Context: an optimization exercise on an open-source flow, tuned for small area, a short achievable clock period and few clock cycles per item. The choices shown serve that exercise and are no tape-out recipe.
At most, simulation tests tie the RTL to the original design; equivalence was not proved.
Power and IR drop assume default switching activity.

## rational_add_sub_reduce_top
module rational_add_sub_reduce_top
(
    input  wire logic      aclk,
    input  wire logic      aresetn,
    input  wire logic      s_valid,
    output logic           s_ready,
    input  wire logic [128:0] s_data,    
    output logic           m_valid,
    input  wire logic      m_ready,
    output logic [126:0]   m_data       
);
Settings: LEC_CHECK=0, ABC_CLOCK_PERIOD_IN_PS=4000, CAP_MARGIN=20, CORE_MARGIN=2, CORE_UTILIZATION=40, PLACE_DENSITY=0.6, SETUP_SLACK_MARGIN=5, SLEW_MARGIN=20; clock period 10.0 ns.
run.sh (not shown) runs the stock make flow with config.mk's settings and CLKGATE_MAP_FILE= SYNTH_SCRIPT=/design/flow/synth_recipe.tcl, a recipe that flattens the netlist after the stock synthesis.
Testbench counts at the start, summed over its fixed seeds: cycles 119,690, items 3,200.
Change:
--- a/flow/design.v
+++ b/flow/design.v
@@ -49,85 +49,86 @@
     input  wire logic      s_valid,
     output logic           s_ready,
     input  wire logic [128:0] s_data,    
     output logic           m_valid,
     input  wire logic      m_ready,
     output logic [126:0]   m_data       
 );
     localparam logic [1:0] M_IDLE = 2'd0, M_RUN = 2'd1, M_DONE = 2'd2;
     logic [1:0]  mstate;
     logic [3:0]  mcnt;
     logic [33:0] mn_hi, md_hi;   
     logic [31:0] mn_lo, md_lo;   
-    logic [31:0] x_an, x_ad;
-    logic [2:0]  dbd, dbn;       
+    logic [31:0] x_an, x_bn, x_ad;
+    logic [2:0]  dbd, dad;       
     logic        f1, f2;         
     logic        mzden;          
     function automatic logic [2:0] booth_dec(input logic y1, input logic y0,
                                              input logic yp, input logic flip);
         booth_dec[0] = y0 ^ yp;
         booth_dec[1] = (y1 & ~y0 & ~yp) | (~y1 & y0 & yp);
         booth_dec[2] = y1 ^ flip;
     endfunction
     function automatic logic [35:0] booth_pp(input logic [31:0] x, input logic [2:0] d);
         logic [35:0] m;
         m = d[0] ? {{4{x[31]}}, x} : (d[1] ? {{3{x[31]}}, x, 1'b0} : 36'd0);
         booth_pp = d[2] ? ~m : m;
     endfunction
     wire [35:0] pp1 = booth_pp(x_an, dbd);
-    wire [35:0] pp2 = booth_pp(x_ad, dbn);
+    wire [35:0] pp2 = booth_pp(x_bn, dad);
     wire [35:0] pp3 = booth_pp(x_ad, dbd);
     wire [35:0] acc_n = {{2{mn_hi[33]}}, mn_hi};
     wire [35:0] acc_d = {{2{md_hi[33]}}, md_hi};
     wire [35:0] cs_s = acc_n ^ pp1 ^ pp2;
-    wire [35:0] cs_c = {(acc_n[34:0] & pp1[34:0]) | (acc_n[34:0] & pp2[34:0]) | (pp1[34:0] & pp2[34:0]), dbn[2]};
+    wire [35:0] cs_c = {(acc_n[34:0] & pp1[34:0]) | (acc_n[34:0] & pp2[34:0]) | (pp1[34:0] & pp2[34:0]), dad[2]};
     wire [35:0] sum_n = cs_s + cs_c + {35'd0, dbd[2]};
     wire [35:0] sum_d = acc_d + pp3 + {35'd0, dbd[2]};
     wire ld;     
     always_ff @(posedge aclk) begin
         if (!aresetn) begin
             mstate <= M_IDLE;
         end else begin
             case (mstate)
                 M_IDLE: if (s_valid) mstate <= M_RUN;
                 M_RUN:  if (mcnt == 4'd15) mstate <= M_DONE;
                 M_DONE: if (ld) mstate <= M_IDLE;
                 default: mstate <= M_IDLE;
             endcase
         end
     end
     always_ff @(posedge aclk) begin
         case (mstate)
             M_IDLE: begin
                 mcnt  <= 4'd0;
                 mn_hi <= 34'd0;
                 md_hi <= 34'd0;
                 mn_lo <= s_data[31:0];       
-                md_lo <= s_data[63:32];      
+                md_lo <= s_data[95:64];      
                 x_an  <= s_data[127:96];
+                x_bn  <= s_data[63:32];
                 x_ad  <= s_data[95:64];
                 f1    <= s_data[95] ^ s_data[31];
                 f2    <= s_data[95] ^ s_data[31] ^ s_data[128];
                 dbd   <= booth_dec(s_data[1], s_data[0], 1'b0, s_data[95] ^ s_data[31]);
-                dbn   <= booth_dec(s_data[33], s_data[32], 1'b0, s_data[95] ^ s_data[31] ^ s_data[128]);
+                dad   <= booth_dec(s_data[65], s_data[64], 1'b0, s_data[95] ^ s_data[31] ^ s_data[128]);
                 mzden <= (s_data[95:64] == 32'd0) || (s_data[31:0] == 32'd0);
             end
             M_RUN: begin
                 mcnt  <= mcnt + 4'd1;
                 mn_hi <= sum_n[35:2];
                 mn_lo <= {sum_n[1:0], mn_lo[31:2]};
                 md_hi <= sum_d[35:2];
                 md_lo <= {sum_d[1:0], md_lo[31:2]};
                 dbd   <= booth_dec(mn_lo[3], mn_lo[2], mn_lo[1], f1);
-                dbn   <= booth_dec(md_lo[3], md_lo[2], md_lo[1], f2);
+                dad   <= booth_dec(md_lo[3], md_lo[2], md_lo[1], f2);
             end
             default: ;
         endcase
     end
     localparam logic [1:0] L_IDLE = 2'd0, L_LOOP = 2'd1, L_HALF2 = 2'd2;
     localparam logic [2:0] C_NONE = 3'd0, C_SUBP = 3'd1, C_SUBN = 3'd2,
                            C_SHB = 3'd3, C_SWAP = 3'd4;
     logic [1:0]  lstate;
     logic [63:0] a, b;           
     logic        bp;             
     logic        bz;             
     logic        ineg;           
Clock power went up by about 3%. Power went up by about 2.4%. Clock-buffer cell count went up by 9. Routed wire length went up by 4.0%. Die area went up by about 1.3%. Clock skew barely changes. Cell area went up by 2.2%.
Testbench counts after the change, summed over its fixed seeds: cycles 119,690, items 3,200.

========
Setup of branch fjord:
rational_add_sub_reduce_top, a different RTL version from the one above (not shown whole).
Size in the first run: ~5,100 cells after synthesis, roughly 400 flip-flops, roughly 260 I/O pins, roughly 44,000 um^2 of cells after synthesis.
==> module rational_add_sub_reduce_top, before the edit <==
module rational_add_sub_reduce_top
(
    input  wire logic      aclk,
    input  wire logic      aresetn,
    input  wire logic      s_valid,
    output logic           s_ready,
    input  wire logic [128:0] s_data,    
    output logic           m_valid,
    input  wire logic      m_ready,
    output logic [126:0]   m_data       
);
    localparam logic [2:0] ST_IDLE = 3'd0, ST_MUL = 3'd1, ST_INIT = 3'd2,
                           ST_LOOP = 3'd3, ST_HALF2 = 3'd4;
    logic [2:0]  state;
    logic [3:0]  cnt;
    logic [63:0] a, b;           
    logic [1:0]  nx, dx;         
    logic [63:0] ca1, cb1;       
    logic [61:0] ca2, cb2;       
    logic        f1, f2;         
    logic        zden;           
    logic [1:0]  hs;             
    wire        nsign = nx[1];   
    wire [31:0] x_an = cb1[63:32];
    wire [31:0] x_bn = cb1[31:0];
    wire [31:0] x_ad = cb2[31:0];
    function automatic logic [2:0] booth_dec(input logic y1, input logic y0,
                                             input logic yp, input logic flip);
        booth_dec[0] = y0 ^ yp;
        booth_dec[1] = (y1 & ~y0 & ~yp) | (~y1 & y0 & yp);
        booth_dec[2] = y1 ^ flip;
    endfunction
    function automatic logic [35:0] booth_pp(input logic [31:0] x, input logic [2:0] d);
        logic [35:0] m;
        m = d[0] ? {{4{x[31]}}, x} : (d[1] ? {{3{x[31]}}, x, 1'b0} : 36'd0);
        booth_pp = d[2] ? ~m : m;
    endfunction
    logic [2:0] dbd, dad;        
    wire        n1 = dbd[2];
    wire        n2 = dad[2];
    wire        n3 = dbd[2];
    wire [35:0] pp1 = booth_pp(x_an, dbd);
    wire [35:0] pp2 = booth_pp(x_bn, dad);
    wire [35:0] pp3 = booth_pp(x_ad, dbd);
    wire [35:0] acc_n = {{2{nx[1]}}, nx, b[63:32]};
    wire [35:0] acc_d = {{2{dx[1]}}, dx, a[63:32]};
    wire [35:0] cs_s = acc_n ^ pp1 ^ pp2;
    wire [35:0] cs_c = {(acc_n[34:0] & pp1[34:0]) | (acc_n[34:0] & pp2[34:0]) | (pp1[34:0] & pp2[34:0]), n2};
    wire [35:0] sum_n = cs_s + cs_c + {35'd0, n1};
    wire [35:0] sum_d = acc_d + pp3 + {35'd0, n3};
    wire [64:0] s1 = {1'b0, b} - {1'b0, a};    
    wire [63:0] s2 = a - b;                    
    wire        b_lt_a = s1[64];
    wire        bz = (b == 64'd0);
    function automatic logic [1:0] tz3(input logic [2:0] v);
        tz3 = v[0] ? 2'd0 : v[1] ? 2'd1 : v[2] ? 2'd2 : 2'd3;
    endfunction
    wire in_loop = (state == ST_LOOP) && !bz;
    wire k_half  = in_loop && !a[0] && !b[0];
    wire k_swap  = in_loop && !a[0] &&  b[0];
    wire k_shb   = in_loop &&  a[0] && !b[0];
    wire k_sub   = in_loop &&  a[0] &&  b[0];
    wire k_half2 = (state == ST_HALF2);
    wire k_ineg  = (state == ST_INIT) && !zden && nsign;
    logic [1:0]  sh;
    logic [63:0] xsrc;
    always_comb begin
        sh   = 2'd0;
        xsrc = b;
        if (k_sub) begin
            sh   = tz3(s1[2:0]);
            xsrc = b_lt_a ? s2 : s1[63:0];
        end else if (k_shb) begin
            sh   = tz3(b[2:0]);
            xsrc = b;
        end else if (k_swap) begin
            sh   = tz3(a[2:0]);
            xsrc = a;
        end else if (k_half) begin
            sh   = tz3(a[2:0] | b[2:0]);
            xsrc = a;
        end else if (k_half2) begin
            sh   = hs;
            xsrc = a;
        end else if (k_ineg) begin
            sh   = 2'd0;
            xsrc = s2;
        end
    end
    wire [63:0] bsh = xsrc >> sh;
    wire [63:0] ysrc1 = (k_sub && b_lt_a) || k_swap ? ca1 : cb1;
    wire [61:0] ysrc2 = (k_sub && b_lt_a) || k_swap ? ca2 : cb2;
    wire [63:0] cbsh1 = ysrc1 << sh;
    wire [61:0] cbsh2 = ysrc2 << sh;
    wire [63:0] csum1 = ca1 + cb1;
    wire [61:0] csum2 = ca2 + cb2;
    always_ff @(posedge aclk) begin
        if (!aresetn) begin
            state <= ST_IDLE;
        end else begin
            case (state)
                ST_IDLE:  if (s_valid) state <= ST_MUL;
                ST_MUL:   if (cnt == 4'd15) state <= ST_INIT;
                ST_INIT:  state <= ST_LOOP;
                ST_LOOP:  if (bz) begin
                              if (m_ready) state <= ST_IDLE;
                          end else if (k_half) state <= ST_HALF2;
                ST_HALF2: state <= ST_LOOP;
                default:  state <= ST_IDLE;
            endcase
        end
    end
    always_ff @(posedge aclk) begin
        case (state)
            ST_IDLE: begin
                cnt  <= 4'd0;
                b    <= {32'd0, s_data[31:0]};      
                a    <= {32'd0, s_data[95:64]};     
                nx   <= 2'd0;
                dx   <= 2'd0;
                dbd  <= booth_dec(s_data[1], s_data[0], 1'b0, s_data[95] ^ s_data[31]);
                dad  <= booth_dec(s_data[65], s_data[64], 1'b0, s_data[95] ^ s_data[31] ^ s_data[128]);
                cb1  <= {s_data[127:96], s_data[63:32]};   
                cb2[31:0] <= s_data[95:64];                
                f1   <= s_data[95] ^ s_data[31];
                f2   <= s_data[95] ^ s_data[31] ^ s_data[128];
                zden <= (s_data[95:64] == 32'd0) || (s_data[31:0] == 32'd0);
            end
            ST_MUL: begin
                cnt <= cnt + 4'd1;
                {nx, b[63:32]} <= sum_n[35:2];
                b[31:0]        <= {sum_n[1:0], b[31:2]};
                dbd            <= booth_dec(b[3], b[2], b[1], f1);
                {dx, a[63:32]} <= sum_d[35:2];
                a[31:0]        <= {sum_d[1:0], a[31:2]};
                dad            <= booth_dec(a[3], a[2], a[1], f2);
            end
            ST_INIT: begin
                if (zden) begin
                    b   <= 64'd0;
                    ca1 <= 64'd0;
                    ca2 <= 62'd1;
                end else if (nsign) begin
                    b   <= bsh;
                    ca1 <= 64'd1;
                    ca2 <= 62'd1;
                    cb1 <= {64{1'b1}};
                    cb2 <= 62'd0;
                end else begin
                    ca1 <= 64'd0;
                    ca2 <= 62'd1;
                    cb1 <= 64'd1;
                    cb2 <= 62'd0;
                end
            end
            ST_LOOP: begin
                if (k_sub) begin
                    b   <= bsh;
                    if (b_lt_a) a <= b;
                    ca1 <= csum1;
                    ca2 <= csum2;
                    cb1 <= cbsh1;
                    cb2 <= cbsh2;
                end else if (k_shb) begin
                    b   <= bsh;
                    cb1 <= cbsh1;
                    cb2 <= cbsh2;
                end else if (k_swap) begin
                    a   <= b;
                    b   <= bsh;
                    ca1 <= nsign ? {64{1'b1}} : 64'd1;    
                    ca2 <= 62'd0;
                    cb1 <= cbsh1;
                    cb2 <= cbsh2;
                end else if (k_half) begin
                    a   <= b;
                    b   <= bsh;
                    hs  <= sh;
                end
            end
            ST_HALF2: begin
                a <= b;
                b <= bsh;
            end
            default: ;
        endcase
    end
    assign s_ready = (state == ST_IDLE);
    assign m_valid = (state == ST_LOOP) && bz;
    assign m_data  = {ca1, ca2, zden};
endmodule
==> flow/config.mk <==
export PLATFORM = sky130hd
export DESIGN_NAME = rational_add_sub_reduce_top
export DESIGN_NICKNAME = rational_add_sub_reduce_top
export VERILOG_FILES = /design/flow/design.v
export SDC_FILE = /design/flow/constraint.sdc
export NUM_CORES = 4
export LEC_CHECK = 0
export CAP_MARGIN = 20
export CORE_MARGIN = 2
export CORE_UTILIZATION = 40
export PLACE_DENSITY = 0.6
export SLEW_MARGIN = 20
==> flow/constraint.sdc <==
create_clock -name core_clock -period 10.0 [get_ports {aclk}]
set_input_delay 2.0000 -clock core_clock [delete_from_list [all_inputs] [get_ports {aclk}]]
set_output_delay 2.0000 -clock core_clock [all_outputs]
set_load 0.01 [all_outputs]
Edits applied to the flow inputs when going from branch fjord to branch delta:
diff --git a/flow/design.v b/flow/design.v
--- a/flow/design.v
+++ b/flow/design.v
@@ -58,37 +58,36 @@
     logic [2:0]  state;
     logic [3:0]  cnt;
     logic [63:0] a, b;           
     logic [1:0]  nx, dx;         
     logic [63:0] ca1, cb1;       
     logic [61:0] ca2, cb2;       
-    logic        f1, f2;         
+    logic        pb, pa;         
+    logic        f1, f2, f3;     
     logic        zden;           
     logic [1:0]  hs;             
     wire        nsign = nx[1];   
     wire [31:0] x_an = cb1[63:32];
     wire [31:0] x_bn = cb1[31:0];
     wire [31:0] x_ad = cb2[31:0];
-    function automatic logic [2:0] booth_dec(input logic y1, input logic y0,
-                                             input logic yp, input logic flip);
-        booth_dec[0] = y0 ^ yp;
-        booth_dec[1] = (y1 & ~y0 & ~yp) | (~y1 & y0 & yp);
-        booth_dec[2] = y1 ^ flip;
+    function automatic logic [35:0] booth_pp(input logic [31:0] x, input logic y1,
+                                             input logic y0, input logic yp, input logic flip);
+        logic one, two, neg;
+        logic [35:0] m;
+        one = y0 ^ yp;
+        two = (y1 & ~y0 & ~yp) | (~y1 & y0 & yp);
+        neg = y1 ^ flip;
+        m = one ? {{4{x[31]}}, x} : (two ? {{3{x[31]}}, x, 1'b0} : 36'd0);
+        booth_pp = neg ? ~m : m;
     endfunction
-    function automatic logic [35:0] booth_pp(input logic [31:0] x, input logic [2:0] d);
-        logic [35:0] m;
-        m = d[0] ? {{4{x[31]}}, x} : (d[1] ? {{3{x[31]}}, x, 1'b0} : 36'd0);
-        booth_pp = d[2] ? ~m : m;
-    endfunction
-    logic [2:0] dbd, dad;        
-    wire        n1 = dbd[2];
-    wire        n2 = dad[2];
-    wire        n3 = dbd[2];
-    wire [35:0] pp1 = booth_pp(x_an, dbd);
-    wire [35:0] pp2 = booth_pp(x_bn, dad);
-    wire [35:0] pp3 = booth_pp(x_ad, dbd);
+    wire        n1 = b[1] ^ f1;
+    wire        n2 = a[1] ^ f2;
+    wire        n3 = b[1] ^ f3;
+    wire [35:0] pp1 = booth_pp(x_an, b[1], b[0], pb, f1);
+    wire [35:0] pp2 = booth_pp(x_bn, a[1], a[0], pa, f2);
+    wire [35:0] pp3 = booth_pp(x_ad, b[1], b[0], pb, f3);
     wire [35:0] acc_n = {{2{nx[1]}}, nx, b[63:32]};
     wire [35:0] acc_d = {{2{dx[1]}}, dx, a[63:32]};
     wire [35:0] cs_s = acc_n ^ pp1 ^ pp2;
     wire [35:0] cs_c = {(acc_n[34:0] & pp1[34:0]) | (acc_n[34:0] & pp2[34:0]) | (pp1[34:0] & pp2[34:0]), n2};
     wire [35:0] sum_n = cs_s + cs_c + {35'd0, n1};
     wire [35:0] sum_d = acc_d + pp3 + {35'd0, n3};
@@ -159,28 +158,29 @@
             ST_IDLE: begin
                 cnt  <= 4'd0;
                 b    <= {32'd0, s_data[31:0]};      
                 a    <= {32'd0, s_data[95:64]};     
                 nx   <= 2'd0;
                 dx   <= 2'd0;
-                dbd  <= booth_dec(s_data[1], s_data[0], 1'b0, s_data[95] ^ s_data[31]);
-                dad  <= booth_dec(s_data[65], s_data[64], 1'b0, s_data[95] ^ s_data[31] ^ s_data[128]);
+                pb   <= 1'b0;
+                pa   <= 1'b0;
                 cb1  <= {s_data[127:96], s_data[63:32]};   
                 cb2[31:0] <= s_data[95:64];                
                 f1   <= s_data[95] ^ s_data[31];
                 f2   <= s_data[95] ^ s_data[31] ^ s_data[128];
+                f3   <= s_data[95] ^ s_data[31];
                 zden <= (s_data[95:64] == 32'd0) || (s_data[31:0] == 32'd0);
             end
             ST_MUL: begin
                 cnt <= cnt + 4'd1;
                 {nx, b[63:32]} <= sum_n[35:2];
                 b[31:0]        <= {sum_n[1:0], b[31:2]};
-                dbd            <= booth_dec(b[3], b[2], b[1], f1);
+                pb             <= b[1];
                 {dx, a[63:32]} <= sum_d[35:2];
                 a[31:0]        <= {sum_d[1:0], a[31:2]};
-                dad            <= booth_dec(a[3], a[2], a[1], f2);
+                pa             <= a[1];
             end
             ST_INIT: begin
                 if (zden) begin
                     b   <= 64'd0;
                     ca1 <= 64'd0;
                     ca2 <= 62'd1;
Findings:
The die of branch delta is larger than the one used in branch fjord.
Of the two values seen for critical-path cell with the highest stage delay, buf_4 was produced by branch delta and nor2b_2 by branch fjord.
Antenna diode count was higher in the run labelled branch delta.
Max total wire length after detailed routing across branch fjord and branch delta: branch delta
Diff branch fjord -> branch delta: total of clock buffers placed in the layout lost 1; number of buffers other than clock buffers in the final layout picked up an extra 13; layout overhead on the synthesized area lost 0.35 points.
branch delta vs branch fjord: global-route wire length before repair up in branch delta
Against branch fjord as the reference, branch delta delivers a lower share of layout cells above drive strength 1.
branch delta: done, clean on timing, DRC and antenna
Of branch delta and branch fjord, it is branch delta that has the lower maximum cell stage delay along the critical path.
Cmp branch fjord and branch delta / clock skew after layout / higher: branch fjord
Between branch delta and branch fjord, it is branch delta whose fraction of the mapped netlist area in compound gates is lower, by 1.8 points.
Summary: post-route standard cell area excluding fillers, branch delta worse than branch fjord
Looking at branch fjord and branch delta, the global-route total usage across every layer is a wash.
Testbench counts of branch delta, summed over its fixed seeds: cycles 189,446, items 3,200.
Only the layout flow was run in branch fjord; the RTL was not checked for function there.

## what the ideal ports hide
The results above use ideal ports. As a check the final layouts listed here were re-extracted and re-timed, cells and wires unchanged.
Step 1 (the two cells are an assumption about what drives the block):
set clk [get_ports {aclk}]
set_driving_cell -lib_cell sky130_fd_sc_hd__clkbuf_16 $clk
set_driving_cell -lib_cell sky130_fd_sc_hd__buf_2 [delete_from_list [all_inputs] $clk]
Step 2 times the ports against the registers' clock, not the clock port: input delays grow and output delays shrink by t, the midpoint of the rising clock arrivals with the driver on.
Three values: ideal ports, drivers, drivers and shift; two values: the first two.
run	t, ns	setup WS [ns]	worst hold slack (ns)	worst setup path after step 2	slew at the worst register clock pin (ns)
the first run of note 1	0.772	4.991 / 4.991 / 4.351	0.429 / 0.429 / 0.429	input to register	0.07 / 0.07
the second run of note 1	0.777	5.040 / 5.040 / 4.475	0.472 / 0.472 / 0.472	input to register	0.07 / 0.07
branch fjord	0.745	2.847 / 2.847 / 2.847	0.589 / 0.589 / 0.589	register to register	0.09 / 0.09
branch delta	0.744	3.357 / 3.357 / 3.357	0.608 / 0.608 / 0.608	register to register	0.07 / 0.07
After both steps setup and hold are still met in every run listed. The setup slack of the first run of note 1, which loses most, moves by 0.000 ns with the drivers and by -0.640 ns with both steps.
